Context: an optimization exercise on an open-source flow, tuned for small area, a short achievable clock period and few clock cycles per item. The choices shown serve that exercise and are no tape-out recipe. Function was not checked in any run shown here: the RTL went through the layout flow alone.

==> flow/design.v, too long to show whole: its modules and the start of the top module <==
// module fta_add_align: 28 lines
// module fta_add_sum: 19 lines
// module fta_add_norm: 30 lines
// module fta_mul_pp: 1281 lines
// module fta_booth_enc: 30 lines
// module fta_mul_red: 247 lines
// module fta_div_sel: 16 lines
// module fta_div_sel3: 14 lines
// module fta_div_init: 11 lines
// module fta_div_first: 11 lines
// module fta_div_row: 33 lines
// module fta_div_end1: 27 lines
// module fta_div_end2: 23 lines
// module fp32_truncating_alu_top: 429 lines
module fp32_truncating_alu_top
(
   input  wire logic        clock,
   input  wire logic        reset,
   input  wire logic        req_tvalid,
   output logic             req_tready,
   input  wire logic [71:0] req_tdata,
   output logic             rsp_tvalid,
   input  wire logic        rsp_tready,
   output logic [39:0]      rsp_tdata
);
  // ...
==> flow/flow/run.sh <==
#!/bin/bash
# Standard layout, with timing repair aiming below the clock period: repair
# works on every path with less than SETUP_SLACK_MARGIN ns of slack.
set -euo pipefail
bash standard.sh SETUP_SLACK_MARGIN=7.5 finish > standard_flow.log 2>&1
==> flow/standard.sh <==
#!/bin/bash
# synth_recipe.tcl (not shown) runs the flow's synth.tcl, then flattens the netlist and writes it again
# the make line also repeats each setting of config.mk as NAME=value (left out here)
make -C /OpenROAD-flow-scripts/flow DESIGN_CONFIG=/design/flow/config.mk WORK_HOME=/design/flow/orfs CLKGATE_MAP_FILE= SYNTH_SCRIPT=/design/flow/synth_recipe.tcl "${@:-finish}"
==> flow/config.mk <==
export PLATFORM = sky130hd
export DESIGN_NAME = fp32_truncating_alu_top
export DESIGN_NICKNAME = fp32_truncating_alu_top
export VERILOG_FILES = /design/flow/design.v
export SDC_FILE = /design/flow/constraint.sdc
export NUM_CORES = 4
export LEC_CHECK = 0
export CAP_MARGIN = 20
export CORE_MARGIN = 2
export CORE_UTILIZATION = 40
export SLEW_MARGIN = 20
==> flow/constraint.sdc <==
create_clock -name core_clock -period 12.0 [get_ports {clock}]
set_input_delay 2.4000 -clock core_clock [delete_from_list [all_inputs] [get_ports {clock}]]
set_output_delay 2.4000 -clock core_clock [all_outputs]
set_load 0.01 [all_outputs]
==> results.txt, run 1 <==
Drt:
- The detail-routed net length per standard cell is 25.0 µm.
- The DRC violation total after the first TritonRoute iteration is 7119.

Worst hold path:
- The cell depth of the worst hold path is 0.
- The path with the worst hold slack has its endpoint at dg4[6]$_DFFE_PN_.

Synth:
- In the post-synthesis netlist, the cell with the most instances is sky130_fd_sc_hd__inv_1.
- The combinational family with the most area after synthesis is adder cells.
- The compound-cell area share of the yosys netlist is 16.1%.
- Multiplexer cells account for 4.82% of the synthesized area.
- The synthesized design contains 970 enable-type register cells.

Critical path:
- Among cell families on the critical path, the largest total delay comes from compound AO/OA/AOI/OAI gates.
- The critical path ends at sg8[0]$_DFFE_PN_.

Cells and area:
- By area, the class that comes first in the final layout consists of multi-input gates.
- The multi-input combinational gate total is 6862.
- For this run, the share of the core covered by cells in the final layout is 48.7%.
- The layout filler cell count is 20803.

Timing:
- The normalized max-slew margin is 22.5%.
- Setup repair after global routing could not meet its margin everywhere.

Place:
- Prior to clock tree synthesis, the placed netlist has a worst setup slack of ~5 ns.
- The number of placed instances, taps included, is 12280.

Run status:
- The flow ran to the end and the layout has no timing, DRC or antenna violations.

Floorplan:
- The core region is 232000 µm².

GRT:
- The global-route met2 utilization is 44.5%.
- The largest net degree at the start of global routing is ~150.
==> module fp32_truncating_alu_top, before the edit <==
module fp32_truncating_alu_top
(
   input  wire logic        clock,
   input  wire logic        reset,
   input  wire logic        req_tvalid,
   output logic             req_tready,
   input  wire logic [71:0] req_tdata,
   output logic             rsp_tvalid,
   input  wire logic        rsp_tready,
   output logic [39:0]      rsp_tdata
);
   logic en;
   logic out_v, skid_v;
   logic [32:0] out_r, skid_r;
   assign en         = ~skid_v;
   assign req_tready = en;
   assign rsp_tvalid = out_v;
   assign rsp_tdata  = {7'd0, out_r};
   logic       v0;
   logic [1:0] op0;
   logic       as0, bs0;
   logic [7:0] ae0, be0;
   logic [22:0] am0, bm0;
   logic       ge0, ge_in;    
   logic       qp0, qn0, qp_in, qn_in;    
   assign ge_in = req_tdata[33:11] >= req_tdata[65:43];
   fta_div_first u_first (.a_mantissa(req_tdata[33:32]), .b22(req_tdata[65]), .ge(ge_in), .pos(qp_in), .neg(qn_in));
   always_ff @(posedge clock) begin
      if (reset) v0 <= 1'b0;
      else if (en) v0 <= req_tvalid;
   end
   always_ff @(posedge clock) begin
      if (en) begin
         op0 <= req_tdata[1:0];
         as0 <= req_tdata[2];
         ae0 <= req_tdata[10:3];
         am0 <= req_tdata[33:11];
         bs0 <= req_tdata[34] ^ (req_tdata[1:0] == 2'd1);
         be0 <= req_tdata[42:35];
         bm0 <= req_tdata[65:43];
         ge0 <= ge_in;
         qp0 <= qp_in;
         qn0 <= qn_in;
      end
   end
   logic isdiv0, ismul0, isadd0;
   assign isdiv0 = (op0 == 2'd3);
   assign ismul0 = (op0 == 2'd2);
   assign isadd0 = ~op0[1];
   logic [26:0] s_i, c_i;
   fta_div_init u_init (.a_mantissa(am0), .b_mantissa(bm0), .ge(ge0), .s(s_i), .c(c_i));
   logic [9:0]  e_div;
   assign e_div = {2'b00, ae0} - {2'b00, be0} + 10'd127 - {9'd0, ~ge0};
   logic [26:0] st1_s2, st1_c2;
   logic        st1_p3, st1_n3;
   fta_div_row u_row2 (.s(s_i), .c(c_i), .b_mantissa(bm0), .pos(qp0), .neg(qn0),
                      .s_o(st1_s2), .c_o(st1_c2), .npos(st1_p3), .nneg(st1_n3));
   logic [26:0] st1_s3, st1_c3;
   logic        st1_p4, st1_n4;
   fta_div_row u_row3 (.s(st1_s2), .c(st1_c2), .b_mantissa(bm0), .pos(st1_p3), .neg(st1_n3),
                      .s_o(st1_s3), .c_o(st1_c3), .npos(st1_p4), .nneg(st1_n4));
   logic [26:0] st1_s4, st1_c4;
   logic        st1_p5, st1_n5;
   fta_div_row u_row4 (.s(st1_s3), .c(st1_c3), .b_mantissa(bm0), .pos(st1_p4), .neg(st1_n4),
                      .s_o(st1_s4), .c_o(st1_c4), .npos(st1_p5), .nneg(st1_n5));
   logic [138:0] m_v;
   logic [11:0] bone0, btwo0;    
   fta_booth_enc u_benc (.b({1'b1, bm0}), .bone(bone0), .btwo(btwo0));
   fta_mul_pp u_mul_pp (.a({1'b1, am0}), .b({1'b1, bm0}), .bone(bone0), .btwo(btwo0), .v(m_v));
   logic [9:0]  e_mul;
   assign e_mul = {2'b00, ae0} + {2'b00, be0} - 10'd127;
   logic [22:0] a_big;
   logic [23:0] a_sml;
   logic [7:0]  a_e;
   logic        a_sg, a_sub;
   fta_add_align u_align (.a_sign(as0), .a_exponent(ae0), .a_mantissa(am0),
                          .b_sign(bs0), .b_exponent(be0), .b_mantissa(bm0),
                          .big(a_big), .sml(a_sml), .e_big(a_e), .sg_big(a_sg), .eff_sub(a_sub));
   logic        v1;
   logic [1:0]  op1;
   logic [9:0]  e1;
   logic [26:0] s1, c1;
   logic [22:0] d1;
   logic        g1, ge1;
   logic        qp1, qn1;    
   logic [5:0] dg1;    
   logic [61:0] mx1;    
   always_ff @(posedge clock) begin
      if (reset) v1 <= 1'b0;
      else if (en) v1 <= v0;
   end
   always_ff @(posedge clock) begin
      if (en) begin
         op1 <= op0;
         s1  <= isdiv0 ? st1_s4 : ismul0 ? m_v[26:0] : {a_sub, 3'd0, a_big};
         c1  <= isdiv0 ? st1_c4 : ismul0 ? m_v[53:27] : {3'd0, a_sml};
         d1  <= ismul0 ? m_v[76:54] : bm0;
         e1  <= isdiv0 ? e_div : ismul0 ? e_mul : {2'b00, a_e};
         g1  <= isadd0 ? a_sg : (as0 ^ bs0);
         ge1 <= ge0;
         qp1 <= st1_p5;
         qn1 <= st1_n5;
         dg1 <= {{{qp0, qn0}, st1_p3, st1_n3}, st1_p4, st1_n4};
         mx1 <= m_v[138:77];
      end
   end
   logic [24:0] m_row0, m_row1;
   logic        m_cin;
   fta_mul_red u_mul_red (.v({mx1, d1, c1, s1}), .row0(m_row0), .row1(m_row1), .cin(m_cin));
   logic [24:0] a_mag;
   logic [4:0]  a_lz;
   fta_add_sum u_sum (.big(s1[22:0]), .sml(c1[23:0]), .eff_sub(s1[26]), .mag(a_mag), .lz(a_lz));
   logic isdiv1, ismul1;
   assign isdiv1 = (op1 == 2'd3);
   assign ismul1 = (op1 == 2'd2);
   logic [26:0] st2_s5, st2_c5;
   logic        st2_p6, st2_n6;
   fta_div_row u_row5 (.s(s1), .c(c1), .b_mantissa(d1), .pos(qp1), .neg(qn1),
                      .s_o(st2_s5), .c_o(st2_c5), .npos(st2_p6), .nneg(st2_n6));
   logic [26:0] st2_s6, st2_c6;
   logic        st2_p7, st2_n7;
   fta_div_row u_row6 (.s(st2_s5), .c(st2_c5), .b_mantissa(d1), .pos(st2_p6), .neg(st2_n6),
                      .s_o(st2_s6), .c_o(st2_c6), .npos(st2_p7), .nneg(st2_n7));
   logic [26:0] st2_s7, st2_c7;
   logic        st2_p8, st2_n8;
   fta_div_row u_row7 (.s(st2_s6), .c(st2_c6), .b_mantissa(d1), .pos(st2_p7), .neg(st2_n7),
                      .s_o(st2_s7), .c_o(st2_c7), .npos(st2_p8), .nneg(st2_n8));
   logic        v2;
   logic [1:0]  op2;
   logic [9:0]  e2;
   logic [26:0] s2, c2;
   logic [22:0] d2;
   logic        g2, ge2;
   logic        qp2, qn2;    
   logic [11:0] dg2;    
   always_ff @(posedge clock) begin
      if (reset) v2 <= 1'b0;
      else if (en) v2 <= v1;
   end
   always_ff @(posedge clock) begin
      if (en) begin
         op2 <= op1;
         s2  <= isdiv1 ? st2_s7 : ismul1 ? {1'b0, m_cin, m_row0} : {2'b0, a_mag};
         c2  <= isdiv1 ? st2_c7 : ismul1 ? {2'b0, m_row1} : {22'd0, a_lz};
         d2  <= d1;
         e2  <= e1;
         g2  <= g1;
         ge2 <= ge1;
         qp2 <= st2_p8;
         qn2 <= st2_n8;
         dg2 <= {{{dg1, qp1, qn1}, st2_p6, st2_n6}, st2_p7, st2_n7};
      end
   end
   logic [24:0] m_p;
   logic [22:0] m_mant;
   logic [9:0]  m_e;
   assign m_p    = s2[24:0] + c2[24:0] + {24'd0, s2[25]};
   assign m_mant = m_p[24] ? m_p[23:1] : m_p[22:0];
   assign m_e    = e2 + {9'd0, m_p[24]};
   logic [22:0] a_mant;
   logic [9:0]  a_eo;
   logic        a_sgo;
   fta_add_norm u_norm (.mag(s2[24:0]), .lz(c2[4:0]), .e_big(e2[7:0]), .sg_big(g2),
                        .mant(a_mant), .e(a_eo), .sg(a_sgo));
   logic isdiv2, ismul2;
   assign isdiv2 = (op2 == 2'd3);
   assign ismul2 = (op2 == 2'd2);
   logic [26:0] st3_s8, st3_c8;
   logic        st3_p9, st3_n9;
   fta_div_row u_row8 (.s(s2), .c(c2), .b_mantissa(d2), .pos(qp2), .neg(qn2),
                      .s_o(st3_s8), .c_o(st3_c8), .npos(st3_p9), .nneg(st3_n9));
   logic [26:0] st3_s9, st3_c9;
   logic        st3_p10, st3_n10;
   fta_div_row u_row9 (.s(st3_s8), .c(st3_c8), .b_mantissa(d2), .pos(st3_p9), .neg(st3_n9),
                      .s_o(st3_s9), .c_o(st3_c9), .npos(st3_p10), .nneg(st3_n10));
   logic [26:0] st3_s10, st3_c10;
   logic        st3_p11, st3_n11;
   fta_div_row u_row10 (.s(st3_s9), .c(st3_c9), .b_mantissa(d2), .pos(st3_p10), .neg(st3_n10),
                      .s_o(st3_s10), .c_o(st3_c10), .npos(st3_p11), .nneg(st3_n11));
   logic        v3;
   logic        dv3;     
   logic [8:0]  e3;      
   logic [26:0] s3, c3;
   logic [22:0] d3;
   logic        g3, ge3;
   logic        qp3, qn3;    
   logic [17:0] dg3;    
   logic [9:0]  e3_in;
   assign e3_in = isdiv2 ? e2 : ismul2 ? m_e : a_eo;
   always_ff @(posedge clock) begin
      if (reset) v3 <= 1'b0;
      else if (en) v3 <= v2;
   end
   always_ff @(posedge clock) begin
      if (en) begin
         dv3 <= (op2 == 2'd3);
         s3  <= st3_s10;
         c3  <= st3_c10;
         d3  <= isdiv2 ? d2 : ismul2 ? m_mant : a_mant;
         e3  <= {e3_in[9] | e3_in[8], e3_in[7:0]};
         g3  <= (isdiv2 | ismul2) ? g2 : a_sgo;
         ge3 <= ge2;
         qp3 <= st3_p11;
         qn3 <= st3_n11;
         dg3 <= {{{dg2, qp2, qn2}, st3_p9, st3_n9}, st3_p10, st3_n10};
      end
   end
   logic [26:0] st4_s11, st4_c11;
   logic        st4_p12, st4_n12;
   fta_div_row u_row11 (.s(s3), .c(c3), .b_mantissa(d3), .pos(qp3), .neg(qn3),
                      .s_o(st4_s11), .c_o(st4_c11), .npos(st4_p12), .nneg(st4_n12));
   logic [26:0] st4_s12, st4_c12;
   logic        st4_p13, st4_n13;
   fta_div_row u_row12 (.s(st4_s11), .c(st4_c11), .b_mantissa(d3), .pos(st4_p12), .neg(st4_n12),
                      .s_o(st4_s12), .c_o(st4_c12), .npos(st4_p13), .nneg(st4_n13));
   logic [26:0] st4_s13, st4_c13;
   logic        st4_p14, st4_n14;
   fta_div_row u_row13 (.s(st4_s12), .c(st4_c12), .b_mantissa(d3), .pos(st4_p13), .neg(st4_n13),
                      .s_o(st4_s13), .c_o(st4_c13), .npos(st4_p14), .nneg(st4_n14));
   logic        v4;
   logic        dv4;     
   logic [8:0]  e4;      
   logic [26:0] s4, c4;
   logic [22:0] d4;
   logic        g4, ge4;
   logic        qp4, qn4;    
   logic [23:0] dg4;    
   always_ff @(posedge clock) begin
      if (reset) v4 <= 1'b0;
      else if (en) v4 <= v3;
   end
   always_ff @(posedge clock) begin
      if (en) begin
         dv4 <= dv3;
         s4  <= st4_s13;
         c4  <= st4_c13;
         d4  <= d3;
         e4  <= e3;
         g4  <= g3;
         ge4 <= ge3;
         qp4 <= st4_p14;
         qn4 <= st4_n14;
         dg4 <= {{{dg3, qp3, qn3}, st4_p12, st4_n12}, st4_p13, st4_n13};
      end
   end
   logic [11:0] cv_p, cv_n;
   always_comb begin
      for (int i = 0; i < 12; i++) begin
         cv_p[i] = dg4[2*i+1];
         cv_n[i] = dg4[2*i];
      end
   end
   logic [12:0] cv;
   assign cv = {1'b1, cv_p} - {1'b0, cv_n};
   logic [26:0] st5_s14, st5_c14;
   logic        st5_p15, st5_n15;
   fta_div_row u_row14 (.s(s4), .c(c4), .b_mantissa(d4), .pos(qp4), .neg(qn4),
                      .s_o(st5_s14), .c_o(st5_c14), .npos(st5_p15), .nneg(st5_n15));
   logic [26:0] st5_s15, st5_c15;
   logic        st5_p16, st5_n16;
   fta_div_row u_row15 (.s(st5_s14), .c(st5_c14), .b_mantissa(d4), .pos(st5_p15), .neg(st5_n15),
                      .s_o(st5_s15), .c_o(st5_c15), .npos(st5_p16), .nneg(st5_n16));
   logic [26:0] st5_s16, st5_c16;
   logic        st5_p17, st5_n17;
   fta_div_row u_row16 (.s(st5_s15), .c(st5_c15), .b_mantissa(d4), .pos(st5_p16), .neg(st5_n16),
                      .s_o(st5_s16), .c_o(st5_c16), .npos(st5_p17), .nneg(st5_n17));
   logic        v5;
   logic        dv5;     
   logic [8:0]  e5;      
   logic [26:0] s5, c5;
   logic [22:0] d5;
   logic        g5, ge5;
   logic        qp5, qn5;    
   logic [12:0] bv5;    
   logic [5:0] dg5;    
   always_ff @(posedge clock) begin
      if (reset) v5 <= 1'b0;
      else if (en) v5 <= v4;
   end
   always_ff @(posedge clock) begin
      if (en) begin
         dv5 <= dv4;
         s5  <= st5_s16;
         c5  <= st5_c16;
         d5  <= d4;
         e5  <= e4;
         g5  <= g4;
         ge5 <= ge4;
         qp5 <= st5_p17;
         qn5 <= st5_n17;
         bv5 <= cv;
         dg5 <= {{{qp4, qn4}, st5_p15, st5_n15}, st5_p16, st5_n16};
      end
   end
   logic [26:0] st6_s17, st6_c17;
   logic        st6_p18, st6_n18;
   fta_div_row u_row17 (.s(s5), .c(c5), .b_mantissa(d5), .pos(qp5), .neg(qn5),
                      .s_o(st6_s17), .c_o(st6_c17), .npos(st6_p18), .nneg(st6_n18));
   logic [26:0] st6_s18, st6_c18;
   logic        st6_p19, st6_n19;
   fta_div_row u_row18 (.s(st6_s17), .c(st6_c17), .b_mantissa(d5), .pos(st6_p18), .neg(st6_n18),
                      .s_o(st6_s18), .c_o(st6_c18), .npos(st6_p19), .nneg(st6_n19));
   logic [26:0] st6_s19, st6_c19;
   logic        st6_p20, st6_n20;
   fta_div_row u_row19 (.s(st6_s18), .c(st6_c18), .b_mantissa(d5), .pos(st6_p19), .neg(st6_n19),
                      .s_o(st6_s19), .c_o(st6_c19), .npos(st6_p20), .nneg(st6_n20));
   logic        v6;
   logic        dv6;     
   logic [8:0]  e6;      
   logic [26:0] s6, c6;
   logic [22:0] d6;
   logic        g6, ge6;
   logic        qp6, qn6;    
   logic [12:0] bv6;    
   logic [11:0] dg6;    
   always_ff @(posedge clock) begin
      if (reset) v6 <= 1'b0;
      else if (en) v6 <= v5;
   end
   always_ff @(posedge clock) begin
      if (en) begin
         dv6 <= dv5;
         s6  <= st6_s19;
         c6  <= st6_c19;
         d6  <= d5;
         e6  <= e5;
         g6  <= g5;
         ge6 <= ge5;
         qp6 <= st6_p20;
         qn6 <= st6_n20;
         bv6 <= bv5;
         dg6 <= {{{dg5, qp5, qn5}, st6_p18, st6_n18}, st6_p19, st6_n19};
      end
   end
   logic [26:0] st7_s20, st7_c20;
   logic        st7_p21, st7_n21;
   fta_div_row u_row20 (.s(s6), .c(c6), .b_mantissa(d6), .pos(qp6), .neg(qn6),
                      .s_o(st7_s20), .c_o(st7_c20), .npos(st7_p21), .nneg(st7_n21));
   logic [26:0] st7_s21, st7_c21;
   logic        st7_p22, st7_n22;
   fta_div_row u_row21 (.s(st7_s20), .c(st7_c20), .b_mantissa(d6), .pos(st7_p21), .neg(st7_n21),
                      .s_o(st7_s21), .c_o(st7_c21), .npos(st7_p22), .nneg(st7_n22));
   logic [26:0] st7_s22, st7_c22;
   logic        st7_p23, st7_n23;
   fta_div_row u_row22 (.s(st7_s21), .c(st7_c21), .b_mantissa(d6), .pos(st7_p22), .neg(st7_n22),
                      .s_o(st7_s22), .c_o(st7_c22), .npos(st7_p23), .nneg(st7_n23));
   logic        v7;
   logic        dv7;     
   logic [8:0]  e7;      
   logic [26:0] s7, c7;
   logic [22:0] d7;
   logic        g7, ge7;
   logic        qp7, qn7;    
   logic [12:0] bv7;    
   logic [17:0] dg7;    
   always_ff @(posedge clock) begin
      if (reset) v7 <= 1'b0;
      else if (en) v7 <= v6;
   end
   always_ff @(posedge clock) begin
      if (en) begin
         dv7 <= dv6;
         s7  <= st7_s22;
         c7  <= st7_c22;
         d7  <= d6;
         e7  <= e6;
         g7  <= g6;
         ge7 <= ge6;
         qp7 <= st7_p23;
         qn7 <= st7_n23;
         bv7 <= bv6;
         dg7 <= {{{dg6, qp6, qn6}, st7_p21, st7_n21}, st7_p22, st7_n22};
      end
   end
   logic [8:0] qpv, qnv;
   always_comb begin
      for (int i = 0; i < 9; i++) begin
         qpv[i] = dg7[2*i+1];
         qnv[i] = dg7[2*i];
      end
   end
   logic [22:0] e1_t;
   logic        e1_p24, e1_n24;
   logic [2:0]  e1_sg;
   fta_div_end1 u_end1 (.s(s7), .c(c7), .b_mantissa(d7), .pos(qp7), .neg(qn7),
                        .tp({bv7, qpv, qp7}), .tn({13'd0, qnv, qn7}),
                        .t(e1_t), .p24(e1_p24), .n24(e1_n24), .sg(e1_sg));
   logic        v8, dv8, g8, ge8, p24_8, n24_8;
   logic [8:0]  e8;
   logic [22:0] d8, t8;
   logic [2:0]  sg8;
   always_ff @(posedge clock) begin
      if (reset) v8 <= 1'b0;
      else if (en) v8 <= v7;
   end
   always_ff @(posedge clock) begin
      if (en) begin
         dv8    <= dv7;
         e8     <= e7;
         g8     <= g7;
         ge8    <= ge7;
         d8     <= d7;
         t8     <= e1_t;
         p24_8  <= e1_p24;
         n24_8  <= e1_n24;
         sg8    <= e1_sg;
      end
   end
   logic [22:0] dv_mant;
   fta_div_end2 u_end2 (.t(t8), .p24(p24_8), .n24(n24_8), .sg(sg8), .ge(ge8), .mant(dv_mant));
   logic [32:0] res;
   assign res = {e8[8], dv8 ? dv_mant : d8, e8[7:0], g8};
   logic pop;
   assign pop = out_v & rsp_tready;
   always_ff @(posedge clock) begin
      if (reset) begin
         out_v  <= 1'b0;
         skid_v <= 1'b0;
      end else begin
         if (~out_v | pop) out_v <= skid_v | (en & v8);
         if (skid_v) skid_v <= ~pop;
         else        skid_v <= en & v8 & out_v & ~pop;
      end
   end
   always_ff @(posedge clock) begin
      if (~out_v | pop) out_r <= skid_v ? skid_r : res;
      if (~skid_v) skid_r <= res;
   end
endmodule
==> run 2: changes to the inputs <==
--- a/flow/design.v
+++ b/flow/design.v
@@ -1736,7 +1736,29 @@
    assign npos = pos ? p_p : neg ? p_n : p_z;
    assign nneg = pos ? n_p : neg ? n_n : n_z;
 endmodule
-module fta_div_end1
+module fta_div_fin
+(
+   input  wire logic [26:0] s,
+   input  wire logic [26:0] c,
+   input  wire logic [23:0] tp,      
+   input  wire logic [23:0] tn,      
+   input  wire logic        ge,
+   output logic [22:0]      mant
+);
+   logic [26:0] w;
+   logic [23:0] t;
+   logic [22:0] low;                 
+   logic [22:0] q;
+   assign w = s + c;
+   assign t = tp - tn;
+   always_comb begin
+      low[0] = 1'b1;
+      for (int i = 1; i < 23; i++) low[i] = low[i-1] & ~t[i-1];
+   end
+   assign q    = t[22:0] ^ (low & {23{w[26]}});
+   assign mant = {q[22:1], q[0] & ge};
+endmodule
+module fta_div_last
 (
    input  wire logic [26:0] s,
    input  wire logic [26:0] c,
@@ -1745,37 +1767,26 @@
    input  wire logic        neg,
    input  wire logic [22:0] tp,        
    input  wire logic [22:0] tn,        
-   output logic [22:0]      t,         
-   output logic             p24,
-   output logic             n24,
-   output logic [2:0]       sg         
+   input  wire logic        ge,
+   output logic [22:0]      mant
 );
    logic [26:0] s23, c23;
-   fta_div_row u_row23 (.s(s), .c(c), .b_mantissa(b_mantissa), .pos(pos), .neg(neg),
-                        .s_o(s23), .c_o(c23), .npos(p24), .nneg(n24));
+   logic        p24, n24;
+   fta_div_row u_row (.s(s), .c(c), .b_mantissa(b_mantissa), .pos(pos), .neg(neg),
+                      .s_o(s23), .c_o(c23), .npos(p24), .nneg(n24));
    logic [26:0] ys, yc, dd, w_p, w_z, w_n;
+   logic        r_neg;
    assign ys  = {s23[25:0], 1'b0};
    assign yc  = {c23[25:0], 1'b0};
    assign dd  = {3'b001, b_mantissa, 1'b0};
    assign w_p = ys + yc + ~dd + 27'd1;
    assign w_z = ys + yc;
    assign w_n = ys + yc + dd;
-   assign sg  = {w_p[26], w_z[26], w_n[26]};
-   assign t   = tp - tn;
-endmodule
-module fta_div_end2
-(
-   input  wire logic [22:0] t,
-   input  wire logic        p24,
-   input  wire logic        n24,
-   input  wire logic [2:0]  sg,
-   input  wire logic        ge,
-   output logic [22:0]      mant
-);
-   logic        r_neg, borrow, lsb;
-   logic [22:0] low, th;
+   assign r_neg = (p24 & w_p[26]) | (n24 & w_n[26]) | (~p24 & ~n24 & w_z[26]);
+   logic [22:0] t, low, th;
+   logic        borrow, lsb;
    logic [23:0] q;
-   assign r_neg  = (p24 & sg[2]) | (n24 & sg[0]) | (~p24 & ~n24 & sg[1]);
+   assign t = tp - tn;
    always_comb begin
       low[0] = 1'b1;
       for (int i = 1; i < 23; i++) low[i] = low[i-1] & ~t[i-1];
@@ -2170,37 +2181,11 @@
          qnv[i] = dg7[2*i];
       end
    end
-   logic [22:0] e1_t;
-   logic        e1_p24, e1_n24;
-   logic [2:0]  e1_sg;
-   fta_div_end1 u_end1 (.s(s7), .c(c7), .b_mantissa(d7), .pos(qp7), .neg(qn7),
-                        .tp({bv7, qpv, qp7}), .tn({13'd0, qnv, qn7}),
-                        .t(e1_t), .p24(e1_p24), .n24(e1_n24), .sg(e1_sg));
-   logic        v8, dv8, g8, ge8, p24_8, n24_8;
-   logic [8:0]  e8;
-   logic [22:0] d8, t8;
-   logic [2:0]  sg8;
-   always_ff @(posedge clock) begin
-      if (reset) v8 <= 1'b0;
-      else if (en) v8 <= v7;
-   end
-   always_ff @(posedge clock) begin
-      if (en) begin
-         dv8    <= dv7;
-         e8     <= e7;
-         g8     <= g7;
-         ge8    <= ge7;
-         d8     <= d7;
-         t8     <= e1_t;
-         p24_8  <= e1_p24;
-         n24_8  <= e1_n24;
-         sg8    <= e1_sg;
-      end
-   end
    logic [22:0] dv_mant;
-   fta_div_end2 u_end2 (.t(t8), .p24(p24_8), .n24(n24_8), .sg(sg8), .ge(ge8), .mant(dv_mant));
+   fta_div_last u_last (.s(s7), .c(c7), .b_mantissa(d7), .pos(qp7), .neg(qn7),
+                        .tp({bv7, qpv, qp7}), .tn({13'd0, qnv, qn7}), .ge(ge7), .mant(dv_mant));
    logic [32:0] res;
-   assign res = {e8[8], dv8 ? dv_mant : d8, e8[7:0], g8};
+   assign res = {e7[8], dv7 ? dv_mant : d7, e7[7:0], g7};
    logic pop;
    assign pop = out_v & rsp_tready;
    always_ff @(posedge clock) begin
@@ -2208,9 +2193,9 @@
          out_v  <= 1'b0;
          skid_v <= 1'b0;
       end else begin
-         if (~out_v | pop) out_v <= skid_v | (en & v8);
+         if (~out_v | pop) out_v <= skid_v | (en & v7);
          if (skid_v) skid_v <= ~pop;
-         else        skid_v <= en & v8 & out_v & ~pop;
+         else        skid_v <= en & v7 & out_v & ~pop;
       end
    end
    always_ff @(posedge clock) begin
--- a/flow/config.mk
+++ b/flow/config.mk
@@ -5,6 +5,7 @@
 export SDC_FILE = /design/flow/constraint.sdc
 export NUM_CORES = 4
 export LEC_CHECK = 0
+export ABC_AREA = 1
 export CAP_MARGIN = 20
 export CORE_MARGIN = 2
 export CORE_UTILIZATION = 40
==> run 2 against run 1 <==
  * Final area fell by 10%
  * Clock-buffer cell count fell by 23
  * Sequential share of layout area grew 1.2 points
  * Core utilization shrank 0.47 points
  * Die area fell by 8.9%
  * Clock skew rose by 0.020 ns
  * Cell count down 5.1%
  * Register-to-register slack gained 0.69 ns
==> results.txt, run 2 <==
Run status:
- The run finished with no timing, DRC or antenna violations.

Cells and area:
- The largest registers in the layout are mx1 x60, out_r x33, skid_r x33.
- The register with the most flip-flops is mx1.
- The area growth from synthesis to layout is 19.5%.
- The most common library cell in the layout ignoring fill and taps is sky130_fd_sc_hd__nand2_1.
- In the final design database the tool counted 11055 nets.
- The layout filler cell count is 19409 (-6.7%).
- The sequential cell area is 28100 µm².
- The footprint of the multi-input gates is around 53000 µm².
- The post-layout instance area is 101000 µm².
- The number of flip-flops in the largest register is 60.
- In the layout the commonest cells are sky130_fd_sc_hd__nand2_1 (1475), sky130_fd_sc_hd__inv_1 (1337), sky130_fd_sc_hd__edfxtp_1 (908).
- The fraction of final layout cells with drive strength greater than 1 is 15.7%.

Place:
- The congestion estimate from routability-driven global placement came to 0.989.
- The detailed-placement wirelength estimate is ~220 mm.
- After detailed placement, the total cell area comes to 88900 µm².
- The number of port buffers is 104.

Synth:
- Among all flip-flop cells after synthesis, the most frequent one is sky130_fd_sc_hd__edfxtp_1.
- The share of the yosys chip area belonging to registers is between 30% and 40%.
- During synthesis, Yosys emitted a total of 4 warnings.
- The xor/xnor cell area share of the yosys netlist is 5.53%.
- After synthesis, the cell types taking the most area are sky130_fd_sc_hd__edfxtp_1 (32%), sky130_fd_sc_hd__fa_1 (19%), sky130_fd_sc_hd__ha_1 (10%).
- After synthesis, the most frequently instantiated cells are sky130_fd_sc_hd__nand2_1 (1575), sky130_fd_sc_hd__inv_1 (1419), sky130_fd_sc_hd__edfxtp_1 (908).
- The cell area after technology mapping is 84700 µm².
- The share of synthesized area in the top cell type comes to 32.2%.
- After synthesis, the largest family of logic cells by area is adder cells.
- The compound-cell area share of the yosys netlist came to 11.6% (-4.5 points).
- The post-synthesis average cell area is 9.33 µm².
- Of all cell types, the one taking the most synthesized area is sky130_fd_sc_hd__edfxtp_1.
- The number of different library cells used by synthesis comes to 66.
- The cell count after synthesis came out at 9073.
- The portion of netlist area occupied by mux cells was 0.155% (-4.7 points).
- After Yosys synthesis, full adders, half adders and majority gates account for 28.8% of the synthesized area.
- Of all flip-flops after synthesis, the portion carrying an async set or reset was 0%.
- Counting flops and latches in the post-synthesis netlist gives 951.
- The number of flops mapped to enable cells by yosys is 908 (-6.4%).
- The most instantiated library cell after synthesis is sky130_fd_sc_hd__nand2_1.
- The area fraction in and, or, nand and nor cells after synthesis is 12.2%.

Floorplan:
- The number of rows created at floorplan is 168.
- The die is 464 µm wide.
- The total core area was 210000 µm² (-9.4%).
- The area of the die is about 220000 µm².
- For this configuration, the core starts out at a cell density of 40.3%.
- In this run the count of I/O pins placed on the die edge is 118.
- In this run the vertical extent of the chip is around 460 µm.

Timing:
- The normalized max-slew margin is 28.1% (+5.5 points).
- The post-layout minimum cycle time is around 4.9 ns.
- The measured slew at the worst slew-check pin is roughly 1.1 ns.
- The final critical path takes up 41.1% of the cycle.
- The number of failing hold endpoints at the final stage came to 0.
- The clock skew is between 0.06 and 0.07 ns.
- Setup repair after global routing could not meet its margin everywhere.
- The top achievable clock speed is 203 MHz.
- The setup TNS is 0 ns.
- The number of pins exceeding their max-slew limit in the final report is 0.
- Setup violations remaining at the end of the flow were counted as 0.

Critical path:
- The critical setup path kind is flop to flop.
- The critical path's largest stage delay is between 0.5 and 0.6 ns.
- The kind of cell with the highest combined delay along the critical path is simple AND/OR/NAND/NOR gates.
- At the worst endpoint, the arrival time is 5.50 ns.
- The type of element launching the critical path is a flop.
- In this design, the critical path's most frequently occurring cell is sky130_fd_sc_hd__nand2_1.
- The library cell contributing the largest single delay on the critical path is sky130_fd_sc_hd__fa_1.
- The critical path endpoint category is a flop.
- The data required time at the worst endpoint is 12.57 ns.
- Counting both buffers and inverters, the worst setup path holds a total of 6.
- The largest fanout on the critical path is 12.

Drt:
- For this run, design rule violations remaining after detail routing come to 0.
- Detailed routing inserted a total of 67985 vias.
- Dividing the detail-routed via count by the number of cells gives 5.47.
- The length of the first detailed-routing pass in iterations is 8.
- The detail-routed net length per standard cell is 25.1 µm (+0.66%).
- The final layout contains routed wiring with a total length of 312 mm.
- The residual antenna-violating net count after detailed routing is 0.
- The DRC violation total after the first TritonRoute iteration is 5587 (-22%).

GRT:
- The number of global-route vias before repair is 68567.
- The first global-routing pass estimated 449 mm of wire.
- The initial antenna violation count was 10.
- The total routing usage reported by global routing is between 20% and 30%.
- For this run the aggregate overflow at the end of global routing stands at 0.
- The largest net degree at the start of global routing is 151 (+1.3%).

CTS:
- The clock root buffer is sky130_fd_sc_hd__clkbuf_16.
- The number of buffers created by CTS is 110.
- The later-pin clock latency in the skew report is 0.82 ns.
- The clock passes through at most 3 buffers.
- TritonCTS built the clock tree.
- Buffers inserted to repair hold after CTS numbered 0.
- Counting every sink on the clock net gives 951.
- The number of H-tree levels is 3.
- After clock tree synthesis, the clock-pin slew on the worst setup and hold paths is 0.06 ns.

Worst hold path:
- The worst hold-check path type is flop to flop.

Flow run:
- The number of max-capacitance violations reported is 0.
run 2: cell count changes after synthesis, sizes merged, moves of 104 or more:
cell    change
xnor2     -115
o22ai     +195
a21o      -118
nor2      -254
clkbuf    -252
mux2i     -249
xor2      +319
nand2     +776
nand3     +171
a21oi     -467
a211oi    -104
inv       +363
run 2: layer usage:
layer | vias up | global-route usage (%) | routed length (µm)
li1 | 30848 | - | -
met1 | 33148 | 30.7 | 109000
met2 | 2877 | 48.4 | 153000
met3 | 1108 | 4.56 | 18800
met4 | 4 | 22.5 | 31500
met5 | - | 0 | 27
run 2: cell type report:
| class | instances | area share, % |
|---|---|---|
| tap | 2805 | 3.47 |
| inverter | 1471 | 5.66 |
| antenna | 13 | 0.0321 |
| multi-input combinational | 6299 | 52.4 |
| timing repair inverter | 11 | 0.0828 |
| clock inverter | 86 | 0.988 |
| clock buffer | 121 | 2.82 |
| timing repair buffer | 663 | 6.81 |
| sequential | 951 | 27.8 |
run 2: logic make-up (layout without fill, tap and decap cells):
logic type,after synthesis,after routing
and+or+nand+nor,2511,2522
AOI/OAI and AO/OA,1760,1767
other,1,20
buffers and inverters,1847,2352
xor gates and xnor gates,518,518
adders and majority gates,1472,1472
muxes,13,13
DFF,951,951
run 2: per-stage QoR:
stage / hold slack, ns / util [%] / worst slack [ns] / std cells
3_3_place_gp: 0.400 / 42.3 / 5.81 / 11749
6_report: 0.396 / 48.2 / 7.06 / 12420
2_1_floorplan: 0.400 / - / 6.96 / 9079
3_5_place_dp: 0.405 / 42.3 / 5.77 / 11749
5_1_grt: 0.385 / 48.2 / 6.80 / 12412
4_1_cts: 0.386 / 46.6 / 7.09 / 12258
run 2: path summary, 6_finish.rpt:
kind                         start                 end  slack [ns]  cells after the start
setup / recovery     qp7$_DFFE_PN_  out_r[9]$_DFFE_PP_        7.06                     30
hold / removal    dg3[7]$_DFFE_PN_   dg4[13]$_DFFE_PN_        0.40                      0
setup reg to reg     qp7$_DFFE_PN_  out_r[9]$_DFFE_PP_        7.06                     30
hold reg to reg   dg3[7]$_DFFE_PN_   dg4[13]$_DFFE_PN_        0.40                      0
run 2: worst reg2reg max path: cells and delay by family, from the launching register on:
kind,cells,cell delay [ns]
AND/OR/NAND/NOR,12,1.27
adder cells (fa/ha/maj),3,1.06
AO/OA/AOI/OAI,8,0.94
buffers and inverters,6,0.78
flip-flops,1,0.46
XOR/XNOR,1,0.17
run 2: timing repair:
action,CTS,global route
setup buffers,256,130
setup endpoints to repair,470,386
gates cloned,46,19
pin swaps,164,268
resized for setup,516,557

port drivers added, routing unchanged:
No port has a modelled driver above. Below, the same layouts with a new extraction and two added sets of constraints. Step 1 assumes that a clkbuf_16 drives the clock port and a buf_2 every other input. Step 2 adds t to the input delays and takes it off the output delays; t is the mean of the earliest and latest rising clock arrival at the registers after step 1. Input paths then give back, and output paths get back, about the clock's delay inside the block. Slacks: no drivers / after step 1 / after step 2; pairs: no drivers / after step 1.
run	shift t [ns]	slack for setup (ns)	clock arrival spread, ns	slew at the worst register clock pin (ns)
run 1	0.861	6.377 / 6.377 / 6.377	0.045 / 0.045	0.07 / 0.07
run 2	0.875	7.062 / 7.062 / 6.895	0.067 / 0.067	0.07 / 0.07
After both steps every run listed still meets setup and hold. For run 2, which loses most, drivers alone change the setup slack by 0.000 ns; drivers and shift together by -0.167 ns.
